This design comes from an exercise in tuning for small area on the open sky130 flow, not from production work.
The RTL was checked by simulation tests, not by an equivalence proof against the original design.

== run 1 ==
Design pss_detector, start of the top module:
module pss_detector (
    input  logic        clk_i,
    input  logic        reset_ni,
    input  logic [15:0] sample_i,           
    input  logic        sample_valid_i,
    input  logic [1:0]  mode_i,             
    input  logic [1:0]  requested_nid2_i,
    output logic [2:0]  result_o            
);
    logic         en_q;
    logic         accept_q;
    logic [255:0] window_q;
    logic [255:0] window_d;
    logic [2:0]   prev_q;
    logic [2:0]   peaks_q;
    logic [1:0]   code1_q, code2_q;
    logic         result_valid_q;
    logic [1:0]   result_nid2_q;
    logic         accept;
    logic         hold;
    logic [2:0]   ge;
    logic [1:0]   code;
    logic         hit;
    assign accept = sample_valid_i && en_q && reset_ni;
    assign hold   = reset_ni && !accept;
    pss_sample_window i_sample_window (
        .hist_i   (window_q),
        .sample_i (sample_i),
        .shift_i  (accept),
        .hold_i   (hold),
        .clear_i  (!reset_ni),
        .hist_o   (window_d)
    );
    always_ff @(posedge clk_i) begin
        window_q <= window_d;
    end
    pss_correlator_lane i_corr (
        .window_i (window_q),
        .ge_o     (ge)
    );
    pss_nid2_decider i_nid2_decider (
        .peaks_i          (peaks_q),
        .code_i           (code2_q),
        .mode_i           (mode_i),
        .requested_nid2_i (requested_nid2_i),
        .code_o           (code),
        .hit_o            (hit)
    );
    always_ff @(posedge clk_i) begin
        if (!reset_ni) begin
            en_q           <= 1'b0;
            accept_q       <= 1'b0;
            prev_q         <= '0;
            peaks_q        <= '0;
            code1_q        <= 2'd3;
            code2_q        <= 2'd3;
            result_valid_q <= 1'b0;
            result_nid2_q  <= '0;
        end else begin
            en_q           <= !mode_i[1];
            accept_q       <= accept;
            if (accept_q) prev_q <= ge;
            peaks_q        <= accept_q ? (ge & ~prev_q) : 3'b000;
            code1_q        <= code;
  ...
==> flow/config.mk <==
export PLATFORM = sky130hd
export DESIGN_NAME = pss_detector
export DESIGN_NICKNAME = pss_detector
export VERILOG_FILES = /design/flow/design.v
export SDC_FILE = /design/flow/constraint.sdc
export NUM_CORES = 4
export LEC_CHECK = 0
export CAP_MARGIN = 5
export CORE_MARGIN = 2
export CORE_UTILIZATION = 75
export CTS_BUF_LIST = sky130_fd_sc_hd__clkbuf_8
export CTS_CLUSTER_DIAMETER = 60
export CTS_CLUSTER_SIZE = 16
export SLEW_MARGIN = 5
export SYNTH_HIERARCHICAL = 1
==> flow/constraint.sdc <==
create_clock -name core_clock -period 11.0 [get_ports {clk_i}]
set_input_delay 2.2000 -clock core_clock [delete_from_list [all_inputs] [get_ports {clk_i}]]
set_output_delay 2.2000 -clock core_clock [all_outputs]
set_load 0.01 [all_outputs]
standard.sh (not shown) runs the stock make flow with config.mk's settings and CLKGATE_MAP_FILE= SYNTH_SCRIPT=/design/flow/synth_recipe.tcl, a recipe that flattens the netlist after the stock synthesis.
==> flow/flow/run.sh <==
#!/bin/bash
cp standard.sh standard_sh_copy.log
export BUFFER_PORTS_ARGS="-buffer_cell sky130_fd_sc_hd__buf_1"
bash standard.sh > standard_flow.log 2>&1
The inputs of run 2 differ from those of run 1 as listed below.
- CTS_CLUSTER_DIAMETER now 80, was 60
- CTS_CLUSTER_SIZE now 20, was 16
## What came out
- Run 2: full flow OK, the timing, design-rule and antenna checks passed
- Compared with run 1, in run 2 global-route usage saw a decrease; number of clock buffers inserted by TritonCTS saw a decrease; finished layout cell area saw a decrease.
- Comparing run 2 against run 1, there is no change at all in number of levels the H-tree was split into.
- [compare] base=run 1 new=run 2: non-clock buffer count moved up, post-route minimum period moved up, average wire length per cell after detail routing level.
diff inputs: run 2 => run 3
- CTS_CLUSTER_DIAMETER changed from 80 to 50
- CTS_CLUSTER_SIZE changed from 20 to 10
- CTS_BUF_LIST changed from sky130_fd_sc_hd__clkbuf_8 to sky130_fd_sc_hd__clkbuf_4
Comparing run 2 against run 3, there is no change at all in number of hold buffers added after cts.
Any difference in final area between run 2 and run 3 is small enough to ignore.
Overall routed net length in run 3 is about 0.54% higher than in run 2
Comparing run 2 against run 3, there is no change at all in register area.

---

Another version of the RTL of pss_detector (not shown whole).
For scale: roughly 1300 cells after synthesis, roughly 270 flip-flops, roughly 26 I/O pins, about 17000 sq um of cells after synthesis.
clock: 11.0 ns
lec_check: 0
cap_margin: 5
core_margin: 2
core_utilization: 85
cts_cluster_diameter: 100
cts_cluster_size: 30
slew_margin: 5
synth_hierarchical: 1
run.sh (not shown) runs the stock make flow with config.mk's settings and CLKGATE_MAP_FILE= SYNTH_SCRIPT=/design/flow/synth_recipe.tcl, a recipe that flattens the netlist after the stock synthesis.
Stock flow here: none of the scripts above is used.
The first run stopped in global routing on GRT-0232.
Rerun with:
CAP_MARGIN = 20   (was 5)
CORE_UTILIZATION = 75   (was 85)
SLEW_MARGIN = 20   (was 5)
Effect: With this change the flow went through all stages and came out clean; area after synthesis does not change; synthesized cell count is unchanged.

[re-timing with driven ports]
Ports are ideal in the flow. The routed layouts listed here were re-timed in OpenROAD. Step 1 sets driving cells, clkbuf_16 on the clock port and buf_2 on the other inputs (assumed; they add their load-dependent delay and slew). Step 2 adds t to the input delays and takes it off the output delays; t is the mean of the earliest and latest rising clock arrival at the registers after step 1. Input paths then give back, and output paths get back, about the clock's delay inside the block. Slacks: no drivers / after step 1 / after step 2; pairs: no drivers / after step 1.
run	t (ns)	setup WS [ns]	worst setup path at the end	latest minus earliest clock arrival (ns)	pins driven straight from the clock port
run 1	0.601	0.497 / 0.497 / 0.497	register to register	0.038 / 0.039	1
run 2	0.583	0.488 / 0.488 / 0.488	register to register	0.017 / 0.017	1
run 3	0.736	0.411 / 0.411 / 0.411	register to register	0.042 / 0.042	1
the second run of note 2	0.535	0.225 / 0.225 / 0.225	register to register	0.015 / 0.014	1
After both steps every run listed still meets setup and hold.
